Background: an optimization exercise with open tools, aiming at small area, a short achievable clock period and few clock cycles per item. Do not read the settings as production practice.
Where RTL was checked, it was by simulation tests only, not by an equivalence proof against the original.
For runs 3 and 4, only the layout was checked, not whether the RTL still works.
Power figures rest on the tool's default switching activity, not on a simulated workload.

--- design/flow/design.v ---
module smpo_gap #(
  parameter logic [17:0] C = 18'd0
) (
  input  logic [47:0] now_i,
  input  logic [47:0] t_i,
  output logic        lt_o
);
  logic [18:0] u;
  logic        borrow, lt_u;
  logic [29:0] eqb, carry;
  logic        hi_up, hi_zero;
  assign u      = {1'b0, t_i[17:0]} + {1'b0, C};
  smpo_lt #(.N(18)) u_borrow (.a_i(now_i[17:0]), .b_i(t_i[17:0]), .lt_o(borrow));
  smpo_lt #(.N(18)) u_lt_u (.a_i(now_i[17:0]), .b_i(u[17:0]), .lt_o(lt_u));
  assign eqb    = ~(now_i[47:18] ^ t_i[47:18]);
  assign carry  = {now_i[46:18] | ~t_i[46:18], 1'b0};
  assign hi_up  = &(eqb[29:1] ~^ carry[29:1]);
  assign hi_zero = hi_up && (eqb[0] != borrow);
  assign lt_o   = hi_zero && (borrow ? (u[18] && lt_u) : (u[18] || lt_u));
endmodule
module smpo_lt #(
  parameter int N = 8,
  parameter int K = 6
) (
  input  logic [N-1:0] a_i,
  input  logic [N-1:0] b_i,
  output logic         lt_o
);
  localparam int M = (N + K - 1) / K;
  logic [M-1:0] cl, cg;
  always_comb begin
    for (int c = 0; c < M; c++) begin
      cl[c] = 1'b0;
      cg[c] = 1'b0;
      for (int i = c * K; i < c * K + K && i < N; i++) begin
        cl[c] = (~a_i[i] & b_i[i]) | (~(a_i[i] & ~b_i[i]) & cl[c]);
        cg[c] = (a_i[i] & ~b_i[i]) | (~(~a_i[i] & b_i[i]) & cg[c]);
      end
    end
    lt_o = 1'b0;
    for (int c = 0; c < M; c++) begin
      lt_o = cl[c] | (~cg[c] & lt_o);
    end
  end
endmodule
module speech_mouth_pixel_overlay (
  input  logic        clk_i,
  input  logic        rst_ni,
  input  logic        in_valid_i,
  output logic        in_stall_o,
  input  logic [94:0] in_item_i,
  output logic        out_valid_o,
  input  logic        out_stall_i,
  output logic [19:0] out_item_o,
  input  logic        cfg_we_i,
  input  logic [2:0]  cfg_idx_i,
  input  logic [15:0] cfg_data_i
);
  localparam logic [1:0] ACT_PIXEL  = 2'd0;
  localparam logic [1:0] ACT_LEVEL  = 2'd1;
  localparam logic [1:0] ACT_ACTIVE = 2'd2;
  localparam logic [1:0] ACT_FRAME  = 2'd3;
  function automatic sum_zero5;
    input [4:0] a;
    input [4:0] b;
    sum_zero5 = ((a ^ b) == {a[3:0] | b[3:0], 1'b0});
  endfunction
  function automatic sum_zero6;
    input [5:0] a;
    input [5:0] b;
    sum_zero6 = ((a ^ b) == {a[4:0] | b[4:0], 1'b0});
  endfunction
  logic [1:0]  act;
  logic [9:0]  px, py;
  logic [15:0] pin;
  logic [7:0]  level;
  logic        flag;
  logic [47:0] now;
  assign act   = in_item_i[94:93];
  assign px    = in_item_i[92:83];
  assign py    = in_item_i[82:73];
  assign pin   = in_item_i[72:57];
  assign level = in_item_i[56:49];
  assign flag  = in_item_i[48];
  assign now   = in_item_i[47:0];
  logic [9:0]  left_q, top_q, cx_q, cy_q;
  logic [10:0] right_q, bottom_q;
  logic [15:0] black_q, white_q;
  always_ff @(posedge clk_i or negedge rst_ni) begin
    if (!rst_ni) begin
      left_q   <= 10'd0;
      top_q    <= 10'd0;
      right_q  <= 11'd0;
      bottom_q <= 11'd0;
      cx_q     <= 10'd0;
      cy_q     <= 10'd0;
      black_q  <= 16'h0000;
      white_q  <= 16'hFFFF;
    end else if (cfg_we_i) begin
      case (cfg_idx_i)
        3'd0:    left_q   <= cfg_data_i[9:0];
        3'd1:    top_q    <= cfg_data_i[9:0];
        3'd2:    right_q  <= cfg_data_i[10:0];
        3'd3:    bottom_q <= cfg_data_i[10:0];
        3'd4:    cx_q     <= cfg_data_i[9:0];
        3'd5:    cy_q     <= cfg_data_i[9:0];
        3'd6:    black_q  <= cfg_data_i;
        default: white_q  <= cfg_data_i;
      endcase
    end
  end
  logic s1_valid_q, s1_hit_q, s1_erase_q;
  logic [15:0] s1_pix_q;
  logic adv, accept;
  assign adv        = !(s1_valid_q && out_stall_i);
  assign in_stall_o = !adv;
  assign accept     = in_valid_i && adv;
  logic        active_q;
  logic [2:0]  target_q, render_q;
  logic [47:0] voice_q, step_q;
  logic        voice_recent, step_recent;
  logic        level_nz;
  logic [2:0]  req;
  smpo_gap #(.C(18'd200000)) u_voice_gap (.now_i(now), .t_i(voice_q), .lt_o(voice_recent));
  smpo_gap #(.C(18'd40000))  u_step_gap  (.now_i(now), .t_i(step_q),  .lt_o(step_recent));
  assign level_nz = (level != 8'd0);
  assign req      = (level > 8'd4) ? 3'd4 : level[2:0];
  always_ff @(posedge clk_i or negedge rst_ni) begin
    if (!rst_ni) begin
      active_q <= 1'b0;
      target_q <= 3'd0;
      render_q <= 3'd0;
    end else if (accept) begin
      case (act)
        ACT_LEVEL: begin
          if (active_q) begin
            if (level_nz) begin
              target_q <= req;
            end else if (!voice_recent) begin
              target_q <= 3'd0;
            end
          end
        end
        ACT_ACTIVE: begin
          active_q <= flag;
          target_q <= 3'd0;
          render_q <= 3'd0;
        end
        ACT_FRAME: begin
          if (active_q && !step_recent) begin
            if (render_q < target_q) begin
              render_q <= render_q + 3'd1;
            end else if (render_q > target_q) begin
              render_q <= render_q - 3'd1;
            end
          end
        end
        default: begin
        end
      endcase
    end
  end
  always_ff @(posedge clk_i) begin
    if (accept && (act == ACT_ACTIVE || (act == ACT_LEVEL && active_q && level_nz))) begin
      voice_q <= now;
    end
    if (accept && (act == ACT_ACTIVE || (act == ACT_FRAME && active_q && !step_recent))) begin
      step_q <= now;
    end
  end
  logic        compose, in_rect, bright, erase, hit;
  logic        x_lt_left, x_lt_right, y_lt_top, y_lt_bottom;
  logic [6:0]  weight;
  logic        bx, x_eq, x_up, x_dn, dx_small;
  logic        by, y_eq, y_up, dy_small;
  logic [5:0]  dx;
  logic [3:0]  dy;
  logic [19:0] ga;
  logic [13:0] gy;
  logic [4:0]  on_pose;
  assign compose = active_q && (act == ACT_PIXEL);
  smpo_lt #(.N(10), .K(10)) u_x_left   (.a_i(px), .b_i(left_q), .lt_o(x_lt_left));
  smpo_lt #(.N(11), .K(11)) u_x_right  (.a_i({1'b0, px}), .b_i(right_q), .lt_o(x_lt_right));
  smpo_lt #(.N(10), .K(10)) u_y_top    (.a_i(py), .b_i(top_q), .lt_o(y_lt_top));
  smpo_lt #(.N(11), .K(11)) u_y_bottom (.a_i({1'b0, py}), .b_i(bottom_q), .lt_o(y_lt_bottom));
  assign in_rect = !x_lt_left && x_lt_right && !y_lt_top && y_lt_bottom;
  assign weight  = {2'b0, pin[15:11]} + {2'b0, pin[4:0]} + {2'b0, pin[10:6]};
  assign bright  = (weight >= 7'd10);
  assign erase   = compose && in_rect && bright;
  assign bx       = px[4:0] < cx_q[4:0];
  assign x_eq     = (px[9:5] == cx_q[9:5]);
  assign x_up     = sum_zero5(px[9:5], ~cx_q[9:5]) && !(&cx_q[9:5]);    
  assign x_dn     = sum_zero5(~px[9:5], cx_q[9:5]) && !(&px[9:5]);      
  assign dx_small = x_eq || (bx ? x_up : x_dn);
  assign dx       = px[5:0] - cx_q[5:0];
  assign by       = py[3:0] < cy_q[3:0];
  assign y_eq     = (py[9:4] == cy_q[9:4]);
  assign y_up     = sum_zero6(py[9:4], ~cy_q[9:4]) && !(&cy_q[9:4]);    
  assign dy_small = by ? y_up : y_eq;
  assign dy       = py[3:0] - cy_q[3:0];
  always_comb begin
    for (int m = 0; m < 20; m++) begin
      ga[m] = dx[5] ? ({1'b0, dx[4:0]} <= 6'(32 - m)) : ({1'b0, dx[4:0]} >= 6'(m));
    end
    for (int j = 0; j < 14; j++) begin
      gy[j] = ({1'b0, dy} >= 5'(j));
    end
  end
  assign on_pose[0] = ~ga[11]
                     & ( (ga[0] & gy[2])
                       | (ga[8] & gy[1])
                       | (ga[10] & gy[0]))
                     & ~( (ga[0] & gy[4])
                       | (ga[8] & gy[3])
                       | (ga[10] & gy[2]));
  assign on_pose[1] = ~ga[13]
                     & ( (ga[0] & gy[3])
                       | (ga[7] & gy[2])
                       | (ga[10] & gy[1])
                       | (ga[12] & gy[0]))
                     & ~( (ga[0] & gy[5])
                       | (ga[7] & gy[4])
                       | (ga[10] & gy[3])
                       | (ga[12] & gy[2]));
  assign on_pose[2] = ~ga[15]
                     & ( (ga[0] & gy[5])
                       | (ga[7] & gy[4])
                       | (ga[9] & gy[3])
                       | (ga[11] & gy[2])
                       | (ga[13] & gy[1])
                       | (ga[14] & gy[0]))
                     & ~( (ga[0] & gy[8])
                       | (ga[7] & gy[7])
                       | (ga[9] & gy[6])
                       | (ga[11] & gy[5])
                       | (ga[13] & gy[4])
                       | (ga[14] & gy[3]));
  assign on_pose[3] = ~ga[17]
                     & ( (ga[0] & gy[7])
                       | (ga[7] & gy[6])
                       | (ga[9] & gy[5])
                       | (ga[11] & gy[4])
                       | (ga[13] & gy[3])
                       | (ga[14] & gy[2])
                       | (ga[15] & gy[1])
                       | (ga[16] & gy[0]))
                     & ~( (ga[0] & gy[10])
                       | (ga[7] & gy[9])
                       | (ga[9] & gy[8])
                       | (ga[11] & gy[7])
                       | (ga[13] & gy[6])
                       | (ga[14] & gy[5])
                       | (ga[15] & gy[4])
                       | (ga[16] & gy[3]));
  assign on_pose[4] = ~ga[19]
                     & ( (ga[0] & gy[9])
                       | (ga[6] & gy[8])
                       | (ga[9] & gy[7])
                       | (ga[11] & gy[6])
                       | (ga[12] & gy[5])
                       | (ga[14] & gy[4])
                       | (ga[15] & gy[3])
                       | (ga[16] & gy[2])
                       | (ga[17] & gy[1])
                       | (ga[18] & gy[0]))
                     & ~( (ga[0] & gy[13])
                       | (ga[6] & gy[12])
                       | (ga[9] & gy[11])
                       | (ga[11] & gy[10])
                       | (ga[12] & gy[9])
                       | (ga[14] & gy[8])
                       | (ga[15] & gy[7])
                       | (ga[16] & gy[6])
                       | (ga[17] & gy[5])
                       | (ga[18] & gy[4]));
  assign hit = compose && dx_small && dy_small && on_pose[(render_q > 3'd4) ? 3'd4 : render_q];
  always_ff @(posedge clk_i or negedge rst_ni) begin
    if (!rst_ni) begin
      s1_valid_q <= 1'b0;
    end else if (adv) begin
      s1_valid_q <= in_valid_i;
    end
  end
  always_ff @(posedge clk_i) begin
    if (adv) begin
      s1_hit_q   <= hit;
      s1_erase_q <= erase;
      s1_pix_q   <= pin;
    end
  end
  assign out_valid_o = s1_valid_q;
  assign out_item_o  = {s1_hit_q ? white_q : (s1_erase_q ? black_q : s1_pix_q), 1'b0, render_q};
endmodule
--- design/flow/flow/run.sh ---
#!/bin/bash
# Layout flow: the standard flow, with the port buffers that placement
# inserts made sky130_fd_sc_hd__buf_1 cells instead of the default choice.
set -euo pipefail
bash standard.sh "BUFFER_PORTS_ARGS=-buffer_cell sky130_fd_sc_hd__buf_1" finish > standard.log 2>&1
--- design/flow/standard.sh ---
#!/bin/bash
# synth_recipe.tcl (not shown) runs the flow's synth.tcl, then flattens the netlist and writes it again
# the make line also repeats each setting of config.mk as NAME=value (left out here)
make -C /OpenROAD-flow-scripts/flow DESIGN_CONFIG=/design/flow/config.mk WORK_HOME=/design/flow/orfs CLKGATE_MAP_FILE= SYNTH_SCRIPT=/design/flow/synth_recipe.tcl "${@:-finish}"
--- design/flow/config.mk ---
export PLATFORM = sky130hd
export DESIGN_NAME = speech_mouth_pixel_overlay
export DESIGN_NICKNAME = speech_mouth_pixel_overlay
export VERILOG_FILES = /design/flow/design.v
export SDC_FILE = /design/flow/constraint.sdc
export NUM_CORES = 4
export LEC_CHECK = 0
export ABC_AREA = 1
export CAP_MARGIN = 20
export CORE_MARGIN = 2
export CORE_UTILIZATION = 40
export SETUP_SLACK_MARGIN = 2.8
export SLEW_MARGIN = 20
--- design/flow/constraint.sdc ---
create_clock -name core_clock -period 6.0 [get_ports {clk_i}]
set_input_delay 1.2000 -clock core_clock [delete_from_list [all_inputs] [get_ports {clk_i}]]
set_output_delay 1.2000 -clock core_clock [all_outputs]
set_load 0.01 [all_outputs]
==> impl_metrics.yaml, run 1 <==
worst_setup_path:
  r2r_start: "step_q[6]"
  crit_path_end_kind: "register"
  critPathLaunch: "in_item_i[86]"
  critPathArrivalTime_ps: 3460
  required_ps: 6270
  critPathKind: "in -> reg"
  cp_max_fo: 8
  critPathLaunchType: "input port"
layout:
  finalInstanceArea_mm2: 0.01595
  drive_above_1_share_pct: 9.524
  area_growth_pct: 17.08
  nNetsFinal: 2050
  stdcell_count: 2297
  final_util_pct: 47.56
drt:
  viasPerCell: 5.080
  drt_wl_total_um: 34590
  first_pass_iters: 5
  drt-initial-drc-count: 781
  num_vias: 11670
  wire_per_inst_um: 15.06
  drc: 0
  detail-route-antenna-nets: 0
sta:
  fin_tns_setup_ps: 0
  clock_skew_ps: 18.25
  maxSlewViolCount: 0
  max_freq_mhz: 313.8
  finalCriticalPeriod_ps: 3187
  slew_headroom_pct: 37.04
  fin_crit_sh_pct: 53.11
  hold_viol: 0
  rsz0062_at_grt: "yes"
  tightest_slew_ps: 942.1
  finalSetupViolations: 0
grt:
  grt_overflow_total: 0
  use_met2_pct: 32.35
  grt_use_met3_pct: 2.310
  grt_pass1_vias: 11330
  grt_max_degree: 58
  top_usage_layer: "met2"
  antenna_found_initial: 1
  use_met1_pct: 26.37
  grt_first_pass_wirelength_um: 56340
  grt_util_all_layers_pct: 19.39
synthesis:
  syn_nets: 1887
  async_reset_ff_share_pct: 47.22
  synth_top_area_share_pct: 25.13
  syn-cell-area_mm2: 0.01362
  ys_seq_area_share_pct: 44.02
  avgSynthCellArea_um2: 8.176
  yosys_warnings: 4
  netlist_top_cells_count: "nand2_1, inv_1, o21ai_0, edfxtp_1, nand3_1"
  ys_top_cells_by_area: "edfxtp_1, dfrtp_1, nand2_1"
  yosys.cell_types.count: 50
  synth-edff-count: 114
  synth.most_common_cell: "nand2_1"
  synthCells: 1666
  synth_seq_cells: 216
  synth_area_leader_cell: "edfxtp_1"
  ys.flop_type: "edfxtp_1"
floorplanning:
  fp.dieW_um: 188.5
  rows: 67
  die_y_um: 188.5
  top_level_ports: 141
  dieArea_mm2: 0.03555
  core_area_mm2: 0.03353
  start_util_pct: 40.62
placed_design:
  placed_area_mm2: 0.01478
  dp_cells: 2232
  io_buffer_count: 139
  place.gp.congestion: 0.8920
  hpwlAfterDp_um: 25970
clock_network:
  htree_num_levels: 1
  cts_tree: "done"
  cts.path.max_buffers: 3
  cts.sinks: 216
  cts_root_buf: "clkbuf_16"
  numCtsBuffers: 26
  clk_pin_slew_ps: 60
  clkLatencyLatePin_ps: 530
power_and_ir_drop:
  vdd_ir_drop_max_mv: 0.2481
  clock_power_share_pct: 31.8
  p_switching_mw: 1.659
  internal_power_mw: 3.224
  power_leakage_nw: 7.352
  pwr_density_cell_mw_per_mm2: 306.2
  pwr-share-comb_pct: 29.8
  power_frac_seq_pct: 38.4
  p_sw_share_pct: 33.97
job:
  cap_violations: 0
min_path:
  hp-class: "reg -> reg"
  worst_hold_startpoint: "target_q[2]"
status:
  run_status: "timing/DRC/antenna clean"
worst max-delay path: stages:
cell,delay (ps)
buf_1,110
ha_1,390
a21oi_1,330
nand2_1,140
nand2_1,100
nand2_2,130
nor2_1,180
nand3_1,90
nand2_1,140
nand2_1,110
o21ai_0,180
nand2_1,80
nand2_1,70
nor2_1,40
nand3_1,110
a21oi_2,60
routing by layer:
metal	up-vias	routed length, um
met2	281	16230
li1	5871	-
met3	61	1499
met5	-	0
met4	0	1048
met1	5456	15810
cell usage in the layout, fill, tap and decap left out, drive strengths merged, types with 4 or more instances in the layout:
master | netlist | layout
xnor2 | 17 | 17
o21ai | 142 | 143
nor3 | 7 | 7
o2111ai | 4 | 4
a31oi | 8 | 8
xor2 | 39 | 39
a21oi | 63 | 63
a22oi | 12 | 12
or2 | 9 | 9
dfrtp | 86 | 86
clkinv | 0 | 6
nand2 | 478 | 479
a211oi | 9 | 9
o221ai | 6 | 6
ha | 93 | 93
nand4 | 14 | 14
o211ai | 8 | 8
inv | 240 | 241
fa | 9 | 9
edfxtp | 114 | 114
dfstp | 16 | 16
buf | 3 | 155
o22ai | 25 | 25
nand3 | 106 | 106
clkbuf | 23 | 42
nor4 | 6 | 6
nand3b | 6 | 6
nor2 | 103 | 103
cell type report:
class,count,area [um2]
Timing Repair Buffer,159,705.7
Tap cell,448,560.5
Fill cell,3267,17580
Sequential cell,216,5996
Antenna cell,1,2.502
Clock buffer,38,777.0
Inverter,240,930.9
Clock inverter,9,85.08
Multi-Input combinational cell,1186,6892
logic make-up after synthesis:
group	synth area share, %
muxes	0.08266
DFF	44.02
other	0.02753
buffers and inverters	7.468
xor gates and xnor gates	3.601
adders and majority gates	9.865
and+or+nand+nor	22.72
AOI/OAI and AO/OA	12.23
sequential cells by signal (all words and copies together), names as in the netlist:
name / flops
black_q: 16
step_q: 48
cy_q: 10
render_q: 3
s1_hit_q: 1
bottom_q: 11
cx_q: 10
target_q: 3
s1_pix_q: 16
voice_q: 48
white_q: 16
s1_valid_q: 1
top_q: 10
active_q: 1
left_q: 10
s1_erase_q: 1
right_q: 11
power groups by stage:
stage,clock (mW),combinational (mW),sequential [mW]
2_1_floorplan,0,1.01,1.87
6_report,1.55,1.45,1.88
3_3_place_gp,0,1.32,1.90
5_1_grt,1.67,1.66,1.90
4_1_cts,1.60,1.38,1.87
3_5_place_dp,0,1.34,1.91
stage by stage:
stage | hold WS (ps) | power [mW] | setup WS, ps
floorplan | 441.9 | 2.881 | 2659
global placement | 461.6 | 3.222 | 1799
detailed placement | 459.9 | 3.246 | 1698
CTS | 474.6 | 4.860 | 2811
global route | 491.1 | 5.227 | 2671
finish | 466.3 | 4.883 | 2813
timing repair:
item,in CTS,in global routing
buffers inserted,10,5
resized for setup,8,41
gates cloned,1,1
setup endpoints to repair,66,52
hold buffers,0,0
pin swaps,3,18
worst paths after layout:
check / to / slack (ps) / cells after the start
setup / recovery: s1_hit_q / 2810 / 16
hold / removal: target_q[2] / 470 / 2
hold reg to reg: target_q[2] / 470 / 2
max in group asynchronous: black_q[13] / 4020 / 2
min in group asynchronous: left_q[2] / 730 / 1
setup reg to reg: step_q[30] / 3100 / 17
Testbench counts, summed over its fixed seeds: cycles 26,745, items 24,000.
==> inputs of run 2 (changes only) <==
==> design/flow/flow/run.sh (replaced) <==
#!/bin/bash
# Layout flow: the standard flow, with the port buffers that placement
# inserts made sky130_fd_sc_hd__buf_1 cells instead of the default choice, and
# clock tree synthesis run without dummy loads and with larger sink clusters.
set -euo pipefail
bash standard.sh "BUFFER_PORTS_ARGS=-buffer_cell sky130_fd_sc_hd__buf_1" \
  "CTS_ARGS=-sink_clustering_enable -repair_clock_nets -dont_use_dummy_load -sink_clustering_size 20 -sink_clustering_max_diameter 100" \
  finish > standard.log 2>&1
==> run 2 against run 1 <==
Net effect: core utilization down 1.1 points; clock power shrank 39%; first-iteration DRC count decreased by 2.3%; still clean on timing, DRC and antenna; global-route usage decreased by 0.16 points; power fell by 12%; largest power group unchanged; synthesized cell count did not move; flip-flop and latch count unchanged; maximum frequency is essentially flat; non-clock buffer count rose by 5.
==> impl_metrics.yaml, run 2 <==
sta:
  tightest_slew_ps: 959.7
  finalCriticalPeriod_ps: 3190
  clock_skew_ps: 62.32
  fin_crit_sh_pct: 53.16
  rsz0062_at_grt: "yes"
  fin_hold_ws_ps: 474.5
  fin_tns_setup_ps: 0
  slew_headroom_pct: 35.87
  max_freq_mhz: 313.5
  maxSlewViolCount: 0
  finalSetupViolations: 0
  hold_viol: 0
min_path:
  hold_depth: 2
  worst_hold_startpoint: "target_q[2]"
  hp-class: "reg -> reg"
  min_to: "target_q[2]"
layout:
  final_common_cell: "nand2_1"
  multi_input_area_mm2: 0.006957
  layout.area.seq_mm2: 0.005996
  nNetsFinal: 2044
  area_growth_pct: 14.32
  final_cell_mix: "nand2_1, inv_1, buf_1"
  drive_above_1_share_pct: 9.720
  largest_registers: "step_q: 48 flops, voice_q: 48 flops"
  nFillCells: 3289
worst_setup_path:
  crit_path_end_kind: "register"
  r2r_slack_ps: 3120
  critPathArrivalTime_ps: 3540
  critPathKind: "in -> reg"
  required_ps: 6350
  reg2reg_depth: 17
  cp_max_fo: 2
  critPathLaunchType: "input port"
  reg2reg_to: "step_q[20]"
  r2r_start: "step_q[6]"
floorplanning:
  dieArea_mm2: 0.03555
  rows: 67
  core_area_mm2: 0.03353
  fp.dieW_um: 188.5
  start_util_pct: 40.62
  top_level_ports: 141
  die_y_um: 188.5
placed_design:
  io_buffer_count: 139
  hpwlAfterDp_um: 25970
  place.gp.congestion: 0.8920
synthesis:
  yosys_warnings: 4
  ys_seq_area_share_pct: 44.02
  synth_xor_area_share_pct: 3.601
  synth_area_leader_cell: "edfxtp_1"
  synth_adder_area_share_pct: 9.865
  netlist_top_cells_count: "nand2_1, inv_1, o21ai_0, edfxtp_1, nand3_1"
  synth_compound_gate_area_share_pct: 12.23
  synth_top_family_by_area: "simple AND/OR/NAND/NOR gates"
  avgSynthCellArea_um2: 8.176
  ys.flop_type: "edfxtp_1"
  synth_seq_cells: 216
  synth.area.mux_share_pct: 0.08267
  synth.most_common_cell: "nand2_1"
  async_reset_ff_share_pct: 47.22
  synthCells: 1666
  yosys.cell_types.count: 50
  synth_top_area_share_pct: 25.13
  ys_top_cells_by_area: "edfxtp_1, dfrtp_1, nand2_1"
  syn-cell-area_mm2: 0.01362
  syn_nets: 1887
  synthSimpleGateAreaFrac_pct: 22.72
  synth-edff-count: 114
status:
  run_status: "timing/DRC/antenna clean"
grt:
  grt_use_met3_pct: 2.123
  grt_pass1_vias: 11150
  grt_util_all_layers_pct: 19.24
  antenna_found_initial: 1
  grt_first_pass_wirelength_um: 55810
  top_usage_layer: "met2"
  grt_overflow_total: 0
  use_met2_pct: 32.35
  grt_max_degree: 58
  use_met1_pct: 26.28
drt:
  drt_wl_total_um: 34510
  detail-route-antenna-nets: 0
  num_vias: 11560
  wire_per_inst_um: 15.20
  drc: 0
  viasPerCell: 5.093
  first_pass_iters: 5
  drt-initial-drc-count: 763
power_and_ir_drop:
  vdd_ir_drop_max_mv: 0.2050
  power_leakage_nw: 7.158
  power.total_mw: 4.311
  pwr_density_cell_mw_per_mm2: 276.8
clock_network:
  cts_tree: "done"
  htree_num_levels: 1
  clk_pin_slew_ps: 90
  cts.path.max_buffers: 3
  clkLatencyLatePin_ps: 500
  hold_buffers: 0
  cts.sinks: 216
  numCtsBuffers: 15
  cts_root_buf: "clkbuf_16"
job:
  cap_violations: 0
[run 2: final cells by class]
class / count / area share (%)
antenna: 1 / 0.01607
timing repair buffer: 164 / 4.821
inverter: 240 / 5.978
sequential: 216 / 38.50
clock buffer: 15 / 2.410
tap: 448 / 3.600
multi-input combinational: 1186 / 44.67
[run 2: per-layer routing]
layer  routed length, um  share of wire [%]
met3                1336                3.9
met2               16300                 47
met4                 862                2.5
met5                   0                  0
met1               16010                 46
[run 2: critical path, cell delays in order]
cell	delay, ps
buf_1	140
inv_1	70
fa_1	370
inv_1	70
ha_2	180
inv_2	40
fa_2	430
inv_2	60
nor2_2	30
o211ai_1	410
nand3_1	140
a21oi_1	150
nand3_1	80
nor2_1	140
[run 2: per-stage QoR]
step	util (%)	instance area [um2]	instances	setup WS, ps
global route	46.44	15570	2270	2737
floorplan	-	13770	1666	2659
detailed placement	44.08	14780	2232	1698
finish	46.44	15570	2270	2810
CTS	45.57	15280	2260	2801
global placement	44.08	14780	2232	1799
[run 2: how the worst max path moves through the flow]
stage,start,end,slack [ps],depth (start not counted)
floorplan,in_item_i[3],step_q[0],2660,15
global placement,in_item_i[7],step_q[6],1800,18
detailed placement,in_item_i[7],step_q[7],1700,18
CTS,in_item_i[73],s1_hit_q,2800,17
global route,in_item_i[83],s1_hit_q,2740,22
finish,in_item_i[68],s1_erase_q,2810,14
[run 2: cell families (layout without fill, tap and decap cells)]
group / count (synthesis) / after routing
simple gates: 732 / 733
compound gates: 292 / 293
buf+inv: 266 / 419
flops: 216 / 216
fa+ha+maj: 102 / 102
xor+xnor: 56 / 56
other cells: 1 / 2
mux: 1 / 1
[run 2: report_power, final]
group | internal, mW | total [mW] | switching (mW) | leakage [nW]
logic | 0.550 | 1.49 | 0.944 | 4.67
clock network | 0.446 | 0.944 | 0.497 | 0.185
registers | 1.75 | 1.87 | 0.120 | 2.30
[run 2: timing repair]
action / CTS / global route
setup buffers: 12 / 8
resized for setup: 9 / 65
gates cloned: 1 / 1
endpoints found under the setup margin: 66 / 53
pin swaps: 5 / 28
==> inputs of run 3 (changes only) <==
--- a/design/flow/design.v
+++ b/design/flow/design.v
@@ -206,73 +206,37 @@
       gy[j] = ({1'b0, dy} >= 5'(j));
     end
   end
-  assign on_pose[0] = ~ga[11]
-                     & ( (ga[0] & gy[2])
-                       | (ga[8] & gy[1])
-                       | (ga[10] & gy[0]))
-                     & ~( (ga[0] & gy[4])
-                       | (ga[8] & gy[3])
-                       | (ga[10] & gy[2]));
-  assign on_pose[1] = ~ga[13]
-                     & ( (ga[0] & gy[3])
-                       | (ga[7] & gy[2])
-                       | (ga[10] & gy[1])
-                       | (ga[12] & gy[0]))
-                     & ~( (ga[0] & gy[5])
-                       | (ga[7] & gy[4])
-                       | (ga[10] & gy[3])
-                       | (ga[12] & gy[2]));
-  assign on_pose[2] = ~ga[15]
-                     & ( (ga[0] & gy[5])
-                       | (ga[7] & gy[4])
-                       | (ga[9] & gy[3])
-                       | (ga[11] & gy[2])
-                       | (ga[13] & gy[1])
-                       | (ga[14] & gy[0]))
-                     & ~( (ga[0] & gy[8])
-                       | (ga[7] & gy[7])
-                       | (ga[9] & gy[6])
-                       | (ga[11] & gy[5])
-                       | (ga[13] & gy[4])
-                       | (ga[14] & gy[3]));
-  assign on_pose[3] = ~ga[17]
-                     & ( (ga[0] & gy[7])
-                       | (ga[7] & gy[6])
-                       | (ga[9] & gy[5])
-                       | (ga[11] & gy[4])
-                       | (ga[13] & gy[3])
-                       | (ga[14] & gy[2])
-                       | (ga[15] & gy[1])
-                       | (ga[16] & gy[0]))
-                     & ~( (ga[0] & gy[10])
-                       | (ga[7] & gy[9])
-                       | (ga[9] & gy[8])
-                       | (ga[11] & gy[7])
-                       | (ga[13] & gy[6])
-                       | (ga[14] & gy[5])
-                       | (ga[15] & gy[4])
-                       | (ga[16] & gy[3]));
-  assign on_pose[4] = ~ga[19]
-                     & ( (ga[0] & gy[9])
-                       | (ga[6] & gy[8])
-                       | (ga[9] & gy[7])
-                       | (ga[11] & gy[6])
-                       | (ga[12] & gy[5])
-                       | (ga[14] & gy[4])
-                       | (ga[15] & gy[3])
-                       | (ga[16] & gy[2])
-                       | (ga[17] & gy[1])
-                       | (ga[18] & gy[0]))
-                     & ~( (ga[0] & gy[13])
-                       | (ga[6] & gy[12])
-                       | (ga[9] & gy[11])
-                       | (ga[11] & gy[10])
-                       | (ga[12] & gy[9])
-                       | (ga[14] & gy[8])
-                       | (ga[15] & gy[7])
-                       | (ga[16] & gy[6])
-                       | (ga[17] & gy[5])
-                       | (ga[18] & gy[4]));
+  assign on_pose[0] = (ga[0] & ~ga[8] & gy[2] & ~gy[4])
+                     | (ga[8] & ~ga[10] & gy[1] & ~gy[3])
+                     | (ga[10] & ~ga[11] & gy[0] & ~gy[2]);
+  assign on_pose[1] = (ga[0] & ~ga[7] & gy[3] & ~gy[5])
+                     | (ga[7] & ~ga[10] & gy[2] & ~gy[4])
+                     | (ga[10] & ~ga[12] & gy[1] & ~gy[3])
+                     | (ga[12] & ~ga[13] & gy[0] & ~gy[2]);
+  assign on_pose[2] = (ga[0] & ~ga[7] & gy[5] & ~gy[8])
+                     | (ga[7] & ~ga[9] & gy[4] & ~gy[7])
+                     | (ga[9] & ~ga[11] & gy[3] & ~gy[6])
+                     | (ga[11] & ~ga[13] & gy[2] & ~gy[5])
+                     | (ga[13] & ~ga[14] & gy[1] & ~gy[4])
+                     | (ga[14] & ~ga[15] & gy[0] & ~gy[3]);
+  assign on_pose[3] = (ga[0] & ~ga[7] & gy[7] & ~gy[10])
+                     | (ga[7] & ~ga[9] & gy[6] & ~gy[9])
+                     | (ga[9] & ~ga[11] & gy[5] & ~gy[8])
+                     | (ga[11] & ~ga[13] & gy[4] & ~gy[7])
+                     | (ga[13] & ~ga[14] & gy[3] & ~gy[6])
+                     | (ga[14] & ~ga[15] & gy[2] & ~gy[5])
+                     | (ga[15] & ~ga[16] & gy[1] & ~gy[4])
+                     | (ga[16] & ~ga[17] & gy[0] & ~gy[3]);
+  assign on_pose[4] = (ga[0] & ~ga[6] & gy[9] & ~gy[13])
+                     | (ga[6] & ~ga[9] & gy[8] & ~gy[12])
+                     | (ga[9] & ~ga[11] & gy[7] & ~gy[11])
+                     | (ga[11] & ~ga[12] & gy[6] & ~gy[10])
+                     | (ga[12] & ~ga[14] & gy[5] & ~gy[9])
+                     | (ga[14] & ~ga[15] & gy[4] & ~gy[8])
+                     | (ga[15] & ~ga[16] & gy[3] & ~gy[7])
+                     | (ga[16] & ~ga[17] & gy[2] & ~gy[6])
+                     | (ga[17] & ~ga[18] & gy[1] & ~gy[5])
+                     | (ga[18] & ~ga[19] & gy[0] & ~gy[4]);
   assign hit = compose && dx_small && dy_small && on_pose[(render_q > 3'd4) ? 3'd4 : render_q];
   always_ff @(posedge clk_i or negedge rst_ni) begin
     if (!rst_ni) begin
==> run 3 against run 2 <==
Net effect: synthesized cell count increased by 0.66%; clock-buffer cell count unchanged; sequential share of layout area about the same; critical path depth unchanged; combinational power decreased by 3%; wire length increased by 5.5%; via count increased by 0.82%; clock skew decreased by 24 ps; area after synthesis decreased by 0.63%; design area about the same; flip-flop and latch count unchanged; maximum frequency increased by 2.0%; critical path type unchanged; highest routed layer unchanged.
==> impl_metrics.yaml, run 3 <==
status:
  run_status: "timing/DRC/antenna clean"
drt:
  drt_wl_total_um: 36400
  detail-route-antenna-nets: 0
  num_vias: 11660
  drc: 0
  first_pass_iters: 5
  drt-initial-drc-count: 797
  wire_per_inst_um: 15.92
  viasPerCell: 5.097
worst_setup_path:
  critPathLaunchType: "input port"
  crit_path_end_kind: "register"
  critPathArrivalTime_ps: 3290
  critPathKind: "in -> reg"
  max_stage_delay_ps: 310
  crit_path_cell_trace: "buf_1 > inv_1 > ha_1 > xor2_1 > nand4_1 > nor4_2 > nand3_1 > nor2_1 > nand2_1 > nor2_1 > nand2_1 > nand4_1 > buf_12 > nand2_8"
  cp_max_fo: 12
  r2r_slack_ps: 3260
  r2r_start: "step_q[6]"
  required_ps: 6160
  cp_slowest_cell: "ha_1"
  reg2reg_to: "step_q[26]"
  reg2reg_depth: 17
sta:
  worst_slack_ps: 2874
  fin_crit_sh_pct: 52.11
  rsz0062_at_grt: "yes"
  max_freq_mhz: 319.9
  slew_headroom_pct: 26.34
  finalCriticalPeriod_ps: 3126
  tightest_slew_ps: 1104
  clock_skew_ps: 38.76
  fin_hold_ws_ps: 478.8
  hold_viol: 0
  fin_tns_setup_ps: 0
  finalSetupViolations: 0
  maxSlewViolCount: 0
clock_network:
  hold_buffers: 0
  cts.path.max_buffers: 3
  clk_pin_slew_ps: 90
  numCtsBuffers: 15
  cts.sinks: 216
  cts_tree: "done"
  clkLatencyLatePin_ps: 490
  cts_root_buf: "clkbuf_16"
  htree_num_levels: 1
layout:
  nNetsFinal: 2061
  nFillCells: 3306
  largest_registers: "step_q: 48 flops, voice_q: 48 flops"
  final_common_cell: "nand2_1"
  final_cell_mix: "nand2_1, inv_1, o21ai_0"
  drive_above_1_share_pct: 8.215
  final_util_pct: 46.52
  area_growth_pct: 14.97
  finalInstanceArea_mm2: 0.01556
  multi_input_area_mm2: 0.006935
  stdcell_count: 2287
  layout.area.seq_mm2: 0.005996
synthesis:
  synth_seq_cells: 216
  ys.flop_type: "edfxtp_1"
  synthSimpleGateAreaFrac_pct: 22.63
  synth_xor_area_share_pct: 3.346
  async_reset_ff_share_pct: 47.22
  synth_top_family_by_area: "simple AND/OR/NAND/NOR gates"
  synth_area_leader_cell: "edfxtp_1"
  ys_seq_area_share_pct: 44.30
  synth_compound_gate_area_share_pct: 12.16
  ys_top_cells_by_area: "edfxtp_1, dfrtp_1, nand2_1"
  avgSynthCellArea_um2: 8.071
  netlist_top_cells_count: "nand2_1, inv_1, o21ai_0, edfxtp_1, nor2_1"
  yosys.cell_types.count: 50
  syn-cell-area_mm2: 0.01354
  synth_top_area_share_pct: 25.29
  synthCells: 1677
  yosys_warnings: 4
  synth.most_common_cell: "nand2_1"
  synth-edff-count: 114
  synth_adder_area_share_pct: 9.928
  synth.area.mux_share_pct: 0
  syn_nets: 1898
min_path:
  worst_hold_startpoint: "target_q[2]"
  min_to: "target_q[2]"
  hp-class: "reg -> reg"
  hold_depth: 2
grt:
  grt_util_all_layers_pct: 19.97
  grt_pass1_vias: 11020
  antenna_found_initial: 1
  grt_overflow_total: 0
  grt_first_pass_wirelength_um: 56950
  grt_max_degree: 57
floorplanning:
  top_level_ports: 141
  start_util_pct: 40.47
  rows: 67
  dieArea_mm2: 0.03533
  fp.dieW_um: 188.0
  core_area_mm2: 0.03345
  die_y_um: 188.0
power_and_ir_drop:
  pwr_density_cell_mw_per_mm2: 273.1
  power_leakage_nw: 7.293
  vdd_ir_drop_max_mv: 0.1951
  power.total_mw: 4.250
placed_design:
  placed_area_mm2: 0.01462
  hpwlAfterDp_um: 26810
  io_buffer_count: 139
  place.gp.congestion: 0.8900
  dp_cells: 2238
  dpl_worst_slack_ps: 2070
job:
  cap_violations: 0
-- run 3: worst max-delay path: cells and delay by family --
family,cells,cell delay [ps]
buffers and inverters,3,410
and+or+nand+nor,9,1110
adders and majority gates,1,310
xor gates and xnor gates,1,230
-- run 3: how the worst max path moves through the flow --
stage,to,from
floorplan,s1_hit_q,in_item_i[83]
finish,step_q[26],in_item_i[36]
global route,step_q[26],in_item_i[36]
CTS,out_item_o[19],s1_erase_q
global placement,s1_hit_q,in_item_i[73]
detailed placement,s1_hit_q,in_item_i[73]
-- run 3: power breakdown --
part | internal, mW | switching, mW
Combinational | 0.535 | 0.919
Sequential | 1.75 | 0.111
Clock | 0.446 | 0.489
Total | 2.73 | 1.52
-- run 3: routing by layer --
layer	track usage (%)	vias to the layer above	share of wire [%]
met5	0	-	0
met4	4.997	0	2.5
met3	2.190	62	5.0
met2	34.33	282	47
met1	26.93	5444	45
li1	-	5868	-
-- run 3: cell type report --
cell class              count  share of cell area, %
diodes                      1                0.01608
clock buffers              15                  2.412
inverters                 242                  5.958
multi-input cells        1200                  44.57
flip-flops and latches    216                  38.53
well taps                 448                  3.602
repair buffers            165                  4.913
-- run 3: cells by family (layout without fill, tap and decap cells) --
group	Yosys count	after routing
and+or+nand+nor	748	755
adders and majority gates	102	102
AOI/OAI and AO/OA	289	290
other	1	2
buffers and inverters	271	422
DFF	216	216
xor gates and xnor gates	50	52
-- run 3: repair_timing --
item,4_1_cts,5_1_grt
gates resized for setup,12,65
gates cloned,2,8
endpoints found under the setup margin,88,67
pin swaps,3,26
setup buffers,3,20
==> inputs of run 4 (changes only) <==
--- a/design/flow/config.mk
+++ b/design/flow/config.mk
@@ -8,6 +8,6 @@
 export ABC_AREA = 1
 export CAP_MARGIN = 20
 export CORE_MARGIN = 2
-export CORE_UTILIZATION = 40
+export CORE_UTILIZATION = 60
 export SETUP_SLACK_MARGIN = 2.8
 export SLEW_MARGIN = 20
==> run 4 against run 3 <==
Net effect: still clean on timing, DRC and antenna; die area decreased by 33%; cell count decreased by 8.2%; register-to-register slack about the same; core utilization increased by 22 points; critical path depth increased by 3; wire length decreased by 9.9%; clock power decreased by 4.4%; worst hold slack improved by 6.8 ps; design area decreased by 3.4%; largest cell class unchanged.
==> impl_metrics.yaml, run 4 <==
clock_network:
  cts_tree: "done"
  cts.path.max_buffers: 3
  cts_root_buf: "clkbuf_16"
  htree_num_levels: 1
  numCtsBuffers: 14
  cts.sinks: 216
  hold_buffers: 0
  clkLatencyLatePin_ps: 470
  clk_pin_slew_ps: 90
synthesis:
  netlist_top_cells_count: "nand2_1, inv_1, o21ai_0, edfxtp_1, nor2_1"
  synth-edff-count: 114
  ys_top_cells_by_area: "edfxtp_1, dfrtp_1, nand2_1"
  synth.most_common_cell: "nand2_1"
  yosys.cell_types.count: 50
  ys.flop_type: "edfxtp_1"
  synth_top_area_share_pct: 25.29
  syn-cell-area_mm2: 0.01354
  yosys_warnings: 4
  ys_seq_area_share_pct: 44.30
  synth_seq_cells: 216
  async_reset_ff_share_pct: 47.22
  syn_nets: 1898
  avgSynthCellArea_um2: 8.071
  synth_area_leader_cell: "edfxtp_1"
  synthCells: 1677
sta:
  finalCriticalPeriod_ps: 3192
  rsz0062_at_grt: "yes"
  clock_skew_ps: 12.78
  fin_tns_setup_ps: 0
  slew_headroom_pct: 34.82
  tightest_slew_ps: 975.4
  max_freq_mhz: 313.3
  fin_crit_sh_pct: 53.21
  maxSlewViolCount: 0
  finalSetupViolations: 0
  worst_slack_ps: 2808
  hold_viol: 0
layout:
  drive_above_1_share_pct: 6.102
  largest_registers: "step_q: 48 flops, voice_q: 48 flops"
  final_common_cell: "nand2_1"
  area_growth_pct: 11.04
  antenna_cells: 0
  nNetsFinal: 2042
  nFillCells: 1819
  final_cell_mix: "nand2_1, inv_1, o21ai_0"
floorplanning:
  start_util_pct: 61.64
  rows: 54
  fp.dieW_um: 154.2
  core_area_mm2: 0.02196
  die_y_um: 154.2
  top_level_ports: 141
  dieArea_mm2: 0.02378
power_and_ir_drop:
  pwr-share-comb_pct: 33.4
  vdd_ir_drop_max_mv: 0.2125
  pwr_density_cell_mw_per_mm2: 275.5
  power_frac_seq_pct: 45.0
  clock_power_share_pct: 21.6
  p_sw_share_pct: 35.58
  internal_power_mw: 2.667
  power_leakage_nw: 7.141
  p_switching_mw: 1.473
grt:
  grt_overflow_total: 0
  grt_pass1_vias: 11100
  grt_util_all_layers_pct: 27.82
  antenna_found_initial: 0
  grt_first_pass_wirelength_um: 53900
  grt_max_degree: 59
placed_design:
  io_buffer_count: 139
  place.gp.congestion: 0.8819
  hpwlAfterDp_um: 24330
  dpl_worst_slack_ps: 2098
job:
  cap_violations: 0
drt:
  wire_per_inst_um: 15.62
  num_vias: 11630
  detail-route-antenna-nets: 0
  drc: 0
  first_pass_iters: 5
  drt-initial-drc-count: 900
  viasPerCell: 5.542
  drt_wl_total_um: 32790
worst_setup_path:
  cp_slowest_cell: "fa_1"
  crit_path_end_kind: "register"
  critPathLaunchType: "input port"
  cpLargestDelayFamily: "adder cells"
  max_stage_delay_ps: 660
  worst-path-buf-inv: 5
  r2r_slack_ps: 3270
  crit_path_cell_trace: "buf_1 > inv_1 > ha_1 > inv_1 > fa_1 > inv_1 > nand2_1 > nand2_1 > o211ai_1 > nand3b_1 > nand2_1 > inv_1 > nand2_1 > nor2_1 > nor2_1 > nor2_1 > a21oi_2"
  required_ps: 6230
  critPathArrivalTime_ps: 3420
  critPathKind: "in -> reg"
  cp_max_fo: 5
status:
  run_status: "timing/DRC/antenna clean"
min_path:
  hp-class: "reg -> reg"
[run 4: cell families after synthesis]
logic type	Yosys count	synth area share [%]
adder cells (fa/ha/maj)	102	9.928
AO/OA/AOI/OAI	289	12.17
buffers and inverters	271	7.608
other	1	0.02770
flip-flops	216	44.30
AND/OR/NAND/NOR	748	22.63
XOR/XNOR	50	3.346
[run 4: worst paths after layout]
path / start / endpoint / cells after the start
setup / recovery: in_item_i[73] / s1_hit_q / 17
hold / removal: target_q[2] / target_q[2] / 2
setup reg to reg: cx_q[0] / s1_hit_q / 19
hold reg to reg: target_q[2] / target_q[2] / 2
max in group asynchronous: rst_ni / white_q[15] / 2
min in group asynchronous: rst_ni / right_q[2] / 1
[run 4: repair_timing]
item | in CTS | in global routing
cloned | 1 | 1
setup buffers | 6 | 7
endpoints found under the setup margin | 72 | 63
endpoints found under the hold margin | 0 | 0
pin swaps | 7 | 14
gates resized for setup | 11 | 31
[run 4: per-layer routing]
| metal | part of all wire [%] | vias up | track usage [%] |
|---|---|---|---|
| met5 | 0 | - | 0 |
| met4 | 2.8 | 0 | 8.456 |
| met3 | 5.1 | 61 | 3.054 |
| met2 | 49 | 363 | 48.39 |
| met1 | 43 | 5386 | 36.95 |
| li1 | - | 5822 | - |
[run 4: layout make-up]
type,count,area [um2],share of cell area [%]
flip-flops and latches,216,5996,39.89
well taps,280,350.3,2.331
multi-input cells,1192,6753,44.93
repair buffers,155,656.9,4.371
inverters,242,923.4,6.144
clock buffers,14,350.3,2.331
[run 4: worst reg2reg max path, cell delays in order, from the launching register on]
cell,delay (ps)
dfrtp_1,400
ha_4,160
inv_4,40
fa_2,380
nand2_2,90
inv_2,40
nor2_4,160
inv_2,80
nor2_4,160
inv_2,70
o211ai_1,210
nand2_1,110
nand3b_1,100
nand2_1,50
inv_1,60
nand2_1,40
nor2_1,80
nor2_1,40
nor2_1,150
a21oi_2,90
[run 4: power by group through the flow]
stage / Sequential (mW) / Combinational (mW) / Clock [mW]
after global placement: 1.89 / 1.25 / 0
after CTS: 1.86 / 1.32 / 0.911
after detailed placement: 1.89 / 1.27 / 0
after floorplan: 1.86 / 0.959 / 0
after global routing: 1.88 / 1.58 / 0.951
final: 1.86 / 1.38 / 0.895
[run 4: metrics by stage]
| stage | hold WS, ps | total power, mW | cells | utilization [%] | cell area (um2) |
|---|---|---|---|---|---|
| 2_1_floorplan | 441.9 | 2.818 | 1677 | - | 13630 |
| 3_3_place_gp | 458.8 | 3.143 | 2070 | 65.62 | 14410 |
| 3_5_place_dp | 460.9 | 3.166 | 2070 | 65.62 | 14410 |
| 4_1_cts | 487.1 | 4.092 | 2091 | 67.64 | 14850 |
| 5_1_grt | 497.4 | 4.411 | 2099 | 68.44 | 15030 |
| 6_report | 485.6 | 4.140 | 2099 | 68.44 | 15030 |
==> inputs of run 5 (changes only) <==
--- a/design/flow/design.v
+++ b/design/flow/design.v
@@ -7,15 +7,19 @@
 );
   logic [18:0] u;
   logic        borrow, lt_u;
-  logic [29:0] eqb, carry;
-  logic        hi_up, hi_zero;
+  logic [29:0] eqb, cond;
+  logic        hi_zero;
   assign u      = {1'b0, t_i[17:0]} + {1'b0, C};
   smpo_lt #(.N(18)) u_borrow (.a_i(now_i[17:0]), .b_i(t_i[17:0]), .lt_o(borrow));
   smpo_lt #(.N(18)) u_lt_u (.a_i(now_i[17:0]), .b_i(u[17:0]), .lt_o(lt_u));
-  assign eqb    = ~(now_i[47:18] ^ t_i[47:18]);
-  assign carry  = {now_i[46:18] | ~t_i[46:18], 1'b0};
-  assign hi_up  = &(eqb[29:1] ~^ carry[29:1]);
-  assign hi_zero = hi_up && (eqb[0] != borrow);
+  always_comb begin
+    eqb = ~(now_i[47:18] ^ t_i[47:18]);
+    cond[0] = eqb[0] != borrow;
+    for (int i = 1; i < 30; i++) begin
+      cond[i] = t_i[17+i] ? (eqb[i] ~^ now_i[17+i]) : eqb[i];
+    end
+  end
+  assign hi_zero = &cond;
   assign lt_o   = hi_zero && (borrow ? (u[18] && lt_u) : (u[18] || lt_u));
 endmodule
 module smpo_lt #(
@@ -63,12 +67,30 @@
   function automatic sum_zero5;
     input [4:0] a;
     input [4:0] b;
-    sum_zero5 = ((a ^ b) == {a[3:0] | b[3:0], 1'b0});
+    reg [4:0] x;
+    reg ok;
+    begin
+      x = a ^ b;
+      ok = !x[0];
+      for (int i = 1; i < 5; i++) begin
+        ok = ok & (b[i-1] ? x[i] : (x[i] ~^ a[i-1]));
+      end
+      sum_zero5 = ok;
+    end
   endfunction
   function automatic sum_zero6;
     input [5:0] a;
     input [5:0] b;
-    sum_zero6 = ((a ^ b) == {a[4:0] | b[4:0], 1'b0});
+    reg [5:0] x;
+    reg ok;
+    begin
+      x = a ^ b;
+      ok = !x[0];
+      for (int i = 1; i < 6; i++) begin
+        ok = ok & (b[i-1] ? x[i] : (x[i] ~^ a[i-1]));
+      end
+      sum_zero6 = ok;
+    end
   endfunction
   logic [1:0]  act;
   logic [9:0]  px, py;
--- a/design/flow/config.mk
+++ b/design/flow/config.mk
@@ -8,6 +8,6 @@
 export ABC_AREA = 1
 export CAP_MARGIN = 20
 export CORE_MARGIN = 2
-export CORE_UTILIZATION = 60
+export CORE_UTILIZATION = 40
 export SETUP_SLACK_MARGIN = 2.8
 export SLEW_MARGIN = 20
==> run 5 against run 4 <==
Net effect: still clean; cell count up 12%; first-iteration DRC count down 12%; largest cell class unchanged; clock skew up 30 ps; highest routed layer unchanged; critical endpoint is now s1_erase_q.
==> impl_metrics.yaml, run 5 <==
status:
  run_status: "timing/DRC/antenna clean"
grt:
  grt_util_all_layers_pct: 19.70
  antenna_found_initial: 0
  use_met1_pct: 27.75
  use_met2_pct: 31.87
  grt_first_pass_wirelength_um: 54570
  grt_use_met3_pct: 3.485
  grt_max_degree: 61
  grt_pass1_vias: 10970
  top_usage_layer: "met2"
  grt_overflow_total: 0
floorplanning:
  dieArea_mm2: 0.03467
  core_area_mm2: 0.03262
  fp.dieW_um: 186.2
  start_util_pct: 40.71
  die_y_um: 186.2
  rows: 66
  top_level_ports: 141
sta:
  clock_skew_ps: 42.28
  max_freq_mhz: 314.8
  tightest_slew_ps: 925.7
  finalSetupViolations: 0
  slew_headroom_pct: 38.14
  worst_slack_ps: 2823
  fin_tns_setup_ps: 0
  maxSlewViolCount: 0
  rsz0062_at_grt: "yes"
  fin_crit_sh_pct: 52.94
  hold_viol: 0
  finalCriticalPeriod_ps: 3177
  fin_hold_ws_ps: 481.6
power_and_ir_drop:
  p_switching_mw: 1.565
  power_leakage_nw: 7.047
  internal_power_mw: 2.739
  pwr-share-comb_pct: 34.4
  power_frac_seq_pct: 43.8
  clock_power_share_pct: 21.8
  p_sw_share_pct: 36.36
  vdd_ir_drop_max_mv: 0.1289
  power.total_mw: 4.304
  pwr_density_cell_mw_per_mm2: 284.0
drt:
  drt_wl_total_um: 34640
  first_pass_iters: 5
  wire_per_inst_um: 14.69
  num_vias: 11920
  drt-initial-drc-count: 788
  viasPerCell: 5.054
  detail-route-antenna-nets: 0
  drc: 0
synthesis:
  synth_top_area_share_pct: 25.78
  ys_seq_area_share_pct: 45.15
  ys_top_cells_by_area: "edfxtp_1, dfrtp_1, nand2_1"
  synthSimpleGateAreaFrac_pct: 25.42
  netlist_top_cells_count: "nand2_1, inv_1, o21ai_0, nor2_1, edfxtp_1"
  synth_seq_cells: 216
  ys.flop_type: "edfxtp_1"
  synth.area.mux_share_pct: 0
  synth_compound_gate_area_share_pct: 14.70
  synth_top_family_by_area: "simple AND/OR/NAND/NOR gates"
  yosys.cell_types.count: 47
  synth_xor_area_share_pct: 2.893
  synth.most_common_cell: "nand2_1"
  synth-edff-count: 114
  syn_nets: 1912
  avgSynthCellArea_um2: 7.519
  synth_adder_area_share_pct: 3.053
  async_reset_ff_share_pct: 47.22
  synthCells: 1766
  syn-cell-area_mm2: 0.01328
  yosys_warnings: 6
  synth_area_leader_cell: "edfxtp_1"
min_path:
  hp-class: "reg -> reg"
worst_setup_path:
  required_ps: 6340
  crit_path_cell_trace: "buf_8 > fa_1 > ha_2 > inv_2 > fa_2 > inv_2 > o21ai_2 > o211ai_1 > nand4_1 > a21oi_1 > nand3_1 > nor2_2"
  critPathArrivalTime_ps: 3510
  critPathKind: "in -> reg"
  timing.critical_path.mode_cell: "inv_2"
  cp_slowest_cell: "fa_1"
  crit_path_end_kind: "register"
  max_stage_delay_ps: 540
  cpLargestDelayFamily: "adder cells"
  cp_max_fo: 2
  worst-path-buf-inv: 3
  critPathLaunchType: "input port"
layout:
  nFillCells: 3273
  final_common_cell: "nand2_1"
  drive_above_1_share_pct: 7.307
  area_growth_pct: 14.12
  final_util_pct: 46.46
  largest_registers: "step_q: 48 flops, voice_q: 48 flops"
  final_cell_mix: "nand2_1, inv_1, o21ai_0"
  antenna_cells: 0
  nNetsFinal: 2064
clock_network:
  cts.path.max_buffers: 3
  clkLatencyLatePin_ps: 490
  numCtsBuffers: 15
  cts.sinks: 216
  clk_pin_slew_ps: 90
  cts_root_buf: "clkbuf_16"
  htree_num_levels: 1
  cts_tree: "done"
job:
  cap_violations: 0
placed_design:
  dpl_worst_slack_ps: 1944
  place.gp.congestion: 0.8728
  hpwlAfterDp_um: 25100
  io_buffer_count: 139
## run 5: power groups by stage
stage | Sequential (mW) | Clock, mW | Combinational (mW)
detailed placement | 1.92 | 0 | 1.32
global placement | 1.92 | 0 | 1.31
finish | 1.89 | 0.939 | 1.48
global route | 1.91 | 1.03 | 1.68
CTS | 1.88 | 0.979 | 1.37
floorplan | 1.88 | 0 | 1.01
## run 5: cells by family after synthesis
kind of cell	count (synthesis)
AO/OA/AOI/OAI	349
adder cells (fa/ha/maj)	27
buffers and inverters	304
XOR/XNOR	43
flip-flops	216
AND/OR/NAND/NOR	826
other	1
## run 5: area by class of cell
type	count	area [um2]	area share, %
Clock buffer	15	375.4	2.477
Inverter	275	1056	6.968
Multi-Input combinational cell	1249	6456	42.60
Sequential cell	216	5996	39.56
Tap cell	442	553.0	3.649
Timing Repair Buffer	161	718.2	4.739
## run 5: repair_timing
| item | 4_1_cts | 5_1_grt |
|---|---|---|
| setup endpoints to repair | 68 | 66 |
| pin swaps | 4 | 27 |
| buffers inserted | 8 | 11 |
| hold buffers | 0 | 0 |
| cloned | 0 | 3 |
| resized for setup | 14 | 57 |
## run 5: stage by stage
step / instances / area (um2)
3_5_place_dp: 2321 / 14350
4_1_cts: 2344 / 14860
6_report: 2358 / 15150
2_1_floorplan: 1766 / 13380
3_3_place_gp: 2321 / 14350
5_1_grt: 2358 / 15150
## run 5: worst paths after layout
kind | endpoint | from | slack (ps) | depth (start not counted)
worst max register to register | s1_hit_q | cx_q[0] | 3290 | 19
worst max-delay path | s1_erase_q | in_item_i[69] | 2820 | 12
worst min register to register | target_q[2] | target_q[2] | 480 | 2
max in group asynchronous | white_q[0] | rst_ni | 4020 | 2
worst min-delay path | target_q[2] | target_q[2] | 480 | 2
min in group asynchronous | active_q | rst_ni | 860 | 1
## run 5: worst register-to-register path: stages (launching register included)
cell,delay (ps)
dfrtp_1,400
ha_4,160
inv_4,40
fa_2,420
nand2_2,80
inv_2,40
nor2_4,200
nand2_2,120
o21ai_2,130
inv_2,60
nand2_2,60
nor2_1,50
nor2_2,210
inv_1,100
nand3_2,70
nand2_1,40
nor2_1,100
nand2_1,70
nand3_2,80
a21oi_2,50
## run 5: metal layers
layer / vias to the layer above / routed length [um]
met4: 0 / 574
met1: 5518 / 16460
met5: - / 0
met3: 37 / 2023
li1: 6079 / -
met2: 283 / 15580
Testbench counts of run 5, summed over its fixed seeds: cycles 26,745, items 24,000.
==> inputs of run 6 (changes only) <==
--- a/design/flow/config.mk
+++ b/design/flow/config.mk
@@ -9,5 +9,6 @@
 export CAP_MARGIN = 20
 export CORE_MARGIN = 2
 export CORE_UTILIZATION = 40
+export PLACE_DENSITY = 0.75
 export SETUP_SLACK_MARGIN = 2.8
 export SLEW_MARGIN = 20
==> run 6 against run 5 <==
Net effect: flip-flop and latch count unchanged; via count increased by 1.6%; critical endpoint is now s1_hit_q; largest cell class unchanged; design area decreased by 0.92%; highest routed layer unchanged; sequential power about the same; cell count decreased by 0.25%.
==> impl_metrics.yaml, run 6 <==
grt:
  grt_first_pass_wirelength_um: 54160
  grt_pass1_vias: 11390
  antenna_found_initial: 1
  grt_overflow_total: 0
  grt_util_all_layers_pct: 19.17
  grt_max_degree: 70
layout:
  final_cell_mix: "nand2_1, inv_1, o21ai_0"
  area_growth_pct: 13.08
  largest_registers: "step_q: 48 flops, voice_q: 48 flops"
  drive_above_1_share_pct: 6.181
  final_common_cell: "nand2_1"
  nNetsFinal: 2057
  nFillCells: 3165
placed_design:
  dpl_worst_slack_ps: 1861
  io_buffer_count: 139
  hpwlAfterDp_um: 24990
  place.gp.congestion: 0.8661
drt:
  drc: 0
  detail-route-antenna-nets: 0
  drt_wl_total_um: 33930
  wire_per_inst_um: 14.42
  first_pass_iters: 5
  num_vias: 12100
  drt-initial-drc-count: 949
  viasPerCell: 5.146
floorplanning:
  fp.dieW_um: 186.2
  top_level_ports: 141
  core_area_mm2: 0.03262
  dieArea_mm2: 0.03467
  start_util_pct: 40.71
  rows: 66
  die_y_um: 186.2
clock_network:
  numCtsBuffers: 15
  cts.sinks: 216
  clk_pin_slew_ps: 70
  cts_root_buf: "clkbuf_16"
  cts.path.max_buffers: 3
  clkLatencyLatePin_ps: 500
  cts_tree: "done"
  htree_num_levels: 1
sta:
  slew_headroom_pct: 31.86
  finalSetupViolations: 0
  maxSlewViolCount: 0
  fin_crit_sh_pct: 53.68
  hold_viol: 0
  finalCriticalPeriod_ps: 3221
  max_freq_mhz: 310.5
  worst_slack_ps: 2779
  tightest_slew_ps: 1020
  fin_tns_setup_ps: 0
  clock_skew_ps: 45.36
  rsz0062_at_grt: "yes"
synthesis:
  synthCells: 1766
  ys_top_cells_by_area: "edfxtp_1, dfrtp_1, nand2_1"
  syn_nets: 1912
  async_reset_ff_share_pct: 47.22
  netlist_top_cells_count: "nand2_1, inv_1, o21ai_0, nor2_1, edfxtp_1"
  synth_seq_cells: 216
  synth-edff-count: 114
  ys_seq_area_share_pct: 45.15
  syn-cell-area_mm2: 0.01328
  synth.most_common_cell: "nand2_1"
  yosys.cell_types.count: 47
  synth_area_leader_cell: "edfxtp_1"
  ys.flop_type: "edfxtp_1"
  yosys_warnings: 6
  synth_top_area_share_pct: 25.78
  avgSynthCellArea_um2: 7.519
min_path:
  hold_depth: 2
  worst_hold_startpoint: "target_q[2]"
  hp-class: "reg -> reg"
  min_to: "target_q[2]"
worst_setup_path:
  critPathKind: "in -> reg"
  r2r_slack_ps: 3170
  critPathArrivalTime_ps: 3530
  required_ps: 6310
  cp_max_fo: 9
  crit_path_end_kind: "register"
  critPathLaunch: "in_item_i[87]"
  reg2reg_to: "s1_hit_q"
  critPathLaunchType: "input port"
  reg2reg_depth: 17
  r2r_start: "cx_q[4]"
power_and_ir_drop:
  power_leakage_nw: 6.997
  power.total_mw: 4.274
  vdd_ir_drop_max_mv: 0.2579
  pwr_density_cell_mw_per_mm2: 284.6
job:
  cap_violations: 0
status:
  run_status: "timing/DRC/antenna clean"
==> run 6: worst max path at each step <==
stage / slack (ps) / depth (start not counted) / end
2_1_floorplan: 2730 / 19 / s1_hit_q
3_3_place_gp: 1950 / 19 / s1_hit_q
3_5_place_dp: 1860 / 19 / s1_hit_q
4_1_cts: 2650 / 19 / s1_hit_q
5_1_grt: 2610 / 18 / s1_hit_q
6_report: 2780 / 17 / s1_hit_q
==> run 6: area by class of cell <==
class / instances / area (um2) / area share (%)
Timing Repair Buffer: 154 / 641.9 / 4.275
Tap cell: 442 / 553.0 / 3.683
Multi-Input combinational cell: 1249 / 6400 / 42.62
Clock buffer: 15 / 375.4 / 2.500
Sequential cell: 216 / 5996 / 39.93
Inverter: 275 / 1047 / 6.974
Antenna cell: 1 / 2.502 / 0.01667
==> run 6: where the power goes <==
| part | switching (mW) | internal (mW) | total [mW] |
|---|---|---|---|
| Combinational | 0.937 | 0.514 | 1.45 |
| Clock | 0.490 | 0.446 | 0.935 |
| Sequential | 0.126 | 1.76 | 1.89 |
| Total | 1.55 | 2.72 | 4.27 |
==> run 6: critical path, cell delays in order <==
cell and delay (ps):
buf_1 100, ha_1 410, nand2_1 150, inv_1 80, nand4_1 120, o211ai_4 200
xor2_4 320, nand3_2 120, nand2_2 150, inv_2 60, nor2_1 100, nand2_1 60
nand3_1 60, nand2_1 50, nor2_1 110, nor2_1 60, a21oi_2 160
==> run 6: metal layers <==
metal	part of all wire [%]	GRT usage, %	vias up
li1	-	-	6067
met1	44	25.17	5613
met2	47	33.12	369
met3	6.6	3.018	55
met4	2.5	4.882	0
met5	0	0	-
==> run 6: stage by stage <==
step	cell area (um2)	std cells	utilization [%]	hold slack, ps
floorplan	13380	1766	-	441.9
finish	15020	2352	46.03	486.8
CTS	14800	2341	45.38	486.8
detailed placement	14350	2321	43.99	468.5
global placement	14350	2321	43.99	463.6
global route	15020	2352	46.03	504.9
==> run 6: what timing repair did <==
action | CTS | global route
gates resized for setup | 5 | 38
pin swaps | 1 | 13
endpoints found under the setup margin | 68 | 59
hold buffers | 0 | 0
cloned | 0 | 3
buffers inserted | 5 | 7
==> run 6: cell families (layout without fill, tap and decap cells) <==
logic type / Yosys count / after routing / share of synthesized area [%]
buffers and inverters: 304 / 444 / 8.753
AO/OA/AOI/OAI: 349 / 349 / 14.70
XOR/XNOR: 43 / 43 / 2.893
flip-flops: 216 / 216 / 45.15
AND/OR/NAND/NOR: 826 / 829 / 25.42
other: 1 / 2 / 0.02824
adder cells (fa/ha/maj): 27 / 27 / 3.053
==> inputs of run 7 (changes only) <==
--- a/design/flow/config.mk
+++ b/design/flow/config.mk
@@ -9,6 +9,5 @@
 export CAP_MARGIN = 20
 export CORE_MARGIN = 2
 export CORE_UTILIZATION = 40
-export PLACE_DENSITY = 0.75
-export SETUP_SLACK_MARGIN = 2.8
+export SETUP_SLACK_MARGIN = 2.7
 export SLEW_MARGIN = 20
==> run 7 against run 6 <==
Net effect: critical path depth is the same; maximum frequency increased by 0.30%; sequential power hardly changed; worst setup slack gained 9.6 ps; flip-flop and latch count did not move; clock power is essentially flat; combinational power up 3%; critical path type unchanged.
==> impl_metrics.yaml, run 7 <==
sta:
  clock_skew_ps: 34.01
  rsz0062_at_grt: "yes"
  finalSetupViolations: 0
  fin_tns_setup_ps: 0
  finalCriticalPeriod_ps: 3211
  max_freq_mhz: 311.4
  fin_crit_sh_pct: 53.52
  slew_headroom_pct: 35.53
  maxSlewViolCount: 0
  tightest_slew_ps: 964.7
  fin_hold_ws_ps: 480.0
  hold_viol: 0
synthesis:
  ys_seq_area_share_pct: 45.15
  async_reset_ff_share_pct: 47.22
  synthCells: 1766
  syn_nets: 1912
  yosys_warnings: 6
  synth_top_area_share_pct: 25.78
  ys_top_cells_by_area: "edfxtp_1, dfrtp_1, nand2_1"
  synth.most_common_cell: "nand2_1"
  synth-edff-count: 114
  synth_area_leader_cell: "edfxtp_1"
  avgSynthCellArea_um2: 7.519
  yosys.cell_types.count: 47
  synth_seq_cells: 216
  netlist_top_cells_count: "nand2_1, inv_1, o21ai_0, nor2_1, edfxtp_1"
  ys.flop_type: "edfxtp_1"
  syn-cell-area_mm2: 0.01328
clock_network:
  clkLatencyLatePin_ps: 480
  numCtsBuffers: 15
  clk_pin_slew_ps: 80
  cts.path.max_buffers: 3
  cts_tree: "done"
  cts_root_buf: "clkbuf_16"
  hold_buffers: 0
  htree_num_levels: 1
  cts.sinks: 216
placed_design:
  place.gp.congestion: 0.9086
  io_buffer_count: 139
  hpwlAfterDp_um: 26200
min_path:
  hp-class: "reg -> reg"
job:
  cap_violations: 0
grt:
  grt_max_degree: 56
  grt_first_pass_wirelength_um: 55110
  grt_overflow_total: 0
  grt_util_all_layers_pct: 19.93
  grt_pass1_vias: 10930
  antenna_found_initial: 1
worst_setup_path:
  required_ps: 6200
  timing.critical_path.mode_cell: "nand2_1"
  cp_max_fo: 6
  critPathArrivalTime_ps: 3410
  cp_slowest_cell: "ha_4"
  crit_path_cell_trace: "buf_1 > ha_4 > nand2_1 > inv_1 > nand4_1 > o211ai_4 > xor2_4 > buf_4 > buf_4 > nand2_1 > o21ai_0 > nand3_1 > nand2_1 > nor2_1 > nand4_1 > nand2_1 > a21oi_2"
  crit_path_end_kind: "register"
  critPathKind: "in -> reg"
  max_stage_delay_ps: 270
  critPathLaunchType: "input port"
floorplanning:
  core_area_mm2: 0.03262
  top_level_ports: 141
  start_util_pct: 40.71
  rows: 66
  die_y_um: 186.2
  fp.dieW_um: 186.2
  dieArea_mm2: 0.03467
layout:
  drive_above_1_share_pct: 7.132
  final_cell_mix: "nand2_1, inv_1, o21ai_0"
  largest_registers: "step_q: 48 flops, voice_q: 48 flops"
  area_growth_pct: 14.20
  nNetsFinal: 2069
  final_common_cell: "nand2_1"
drt:
  detail-route-antenna-nets: 0
  viasPerCell: 5.017
  drc: 0
  wire_per_inst_um: 14.81
  drt-initial-drc-count: 858
  drt_wl_total_um: 35010
  num_vias: 11860
  first_pass_iters: 5
status:
  run_status: "timing/DRC/antenna clean"
power_and_ir_drop:
  power_leakage_nw: 7.071
  pwr_density_cell_mw_per_mm2: 285.2
  vdd_ir_drop_max_mv: 0.1572
## run 7: what timing repair did
| item | 4_1_cts | 5_1_grt |
|---|---|---|
| cloned | 1 | 4 |
| buffers inserted | 10 | 11 |
| setup endpoints to repair | 84 | 58 |
| gates resized for setup | 5 | 51 |
| pin swaps | 2 | 14 |
## run 7: layer usage
metal	track usage, %	vias to the layer above	part of all wire [%]
li1	-	6083	-
met1	28.73	5472	49
met2	32.39	267	45
met3	2.531	38	5.0
met4	3.969	0	1.7
met5	0	-	0
## run 7: worst max-delay path: cells and delay by family
kind                     cells  cell delay (ps)
AO/OA/AOI/OAI                3              340
XOR/XNOR                     1              230
adder cells (fa/ha/maj)      1              270
buffers and inverters        4              590
AND/OR/NAND/NOR              8              770
## run 7: kinds of logic (layout without fill, tap and decap cells)
group	after synthesis	after routing	share of synthesized area, %
other cells	1	2	0.02824
simple gates	826	828	25.42
buf+inv	304	454	8.753
flops	216	216	45.15
compound gates	349	350	14.70
xor+xnor	43	45	2.893
fa+ha+maj	27	27	3.053
## run 7: path summary, 6_finish.rpt
kind	start	to	slack, ps	cells after the start
hold / removal	target_q[1]	target_q[1]	480	2
max in group asynchronous	rst_ni	top_q[3]	4060	2
hold reg to reg	target_q[1]	target_q[1]	480	2
setup reg to reg	step_q[6]	render_q[1]	3230	16
setup / recovery	in_item_i[86]	s1_hit_q	2790	17
min in group asynchronous	rst_ni	cy_q[9]	780	1
## run 7: final cells by class
cell class	count	area, um2
Tap cell	442	553.0
Inverter	275	1035
Fill cell	3279	17450
Clock buffer	15	375.4
Timing Repair Buffer	164	765.7
Sequential cell	216	5996
Multi-Input combinational cell	1251	6437
Antenna cell	1	2.502
## run 7: power breakdown
group          leakage (nW)  switching (mW)  internal, mW
registers              2.31           0.127          1.76
logic                  4.57           0.949         0.549
clock network         0.185           0.492         0.447
total                  7.07            1.57          2.76
## run 7: per-stage QoR
stage               power, mW  instances  area [um2]  util [%]  setup slack (ps)
CTS                     4.264       2348       14860     45.56              2706
global placement        3.232       2322       14340     43.95              2029
detailed placement      3.249       2322       14340     43.95              2028
global route            4.635       2364       15160     46.49              2588
finish                  4.325       2364       15160     46.49              2789
floorplan               2.885       1766       13360         -              2701

Setup slack of run 7, layout unchanged: 2.789 ns with ideal ports, 2.812 ns with driving cells assumed (clock clkbuf_16, inputs buf_2), 2.305 ns with port delays also shifted by the 0.507 ns mid clock arrival.
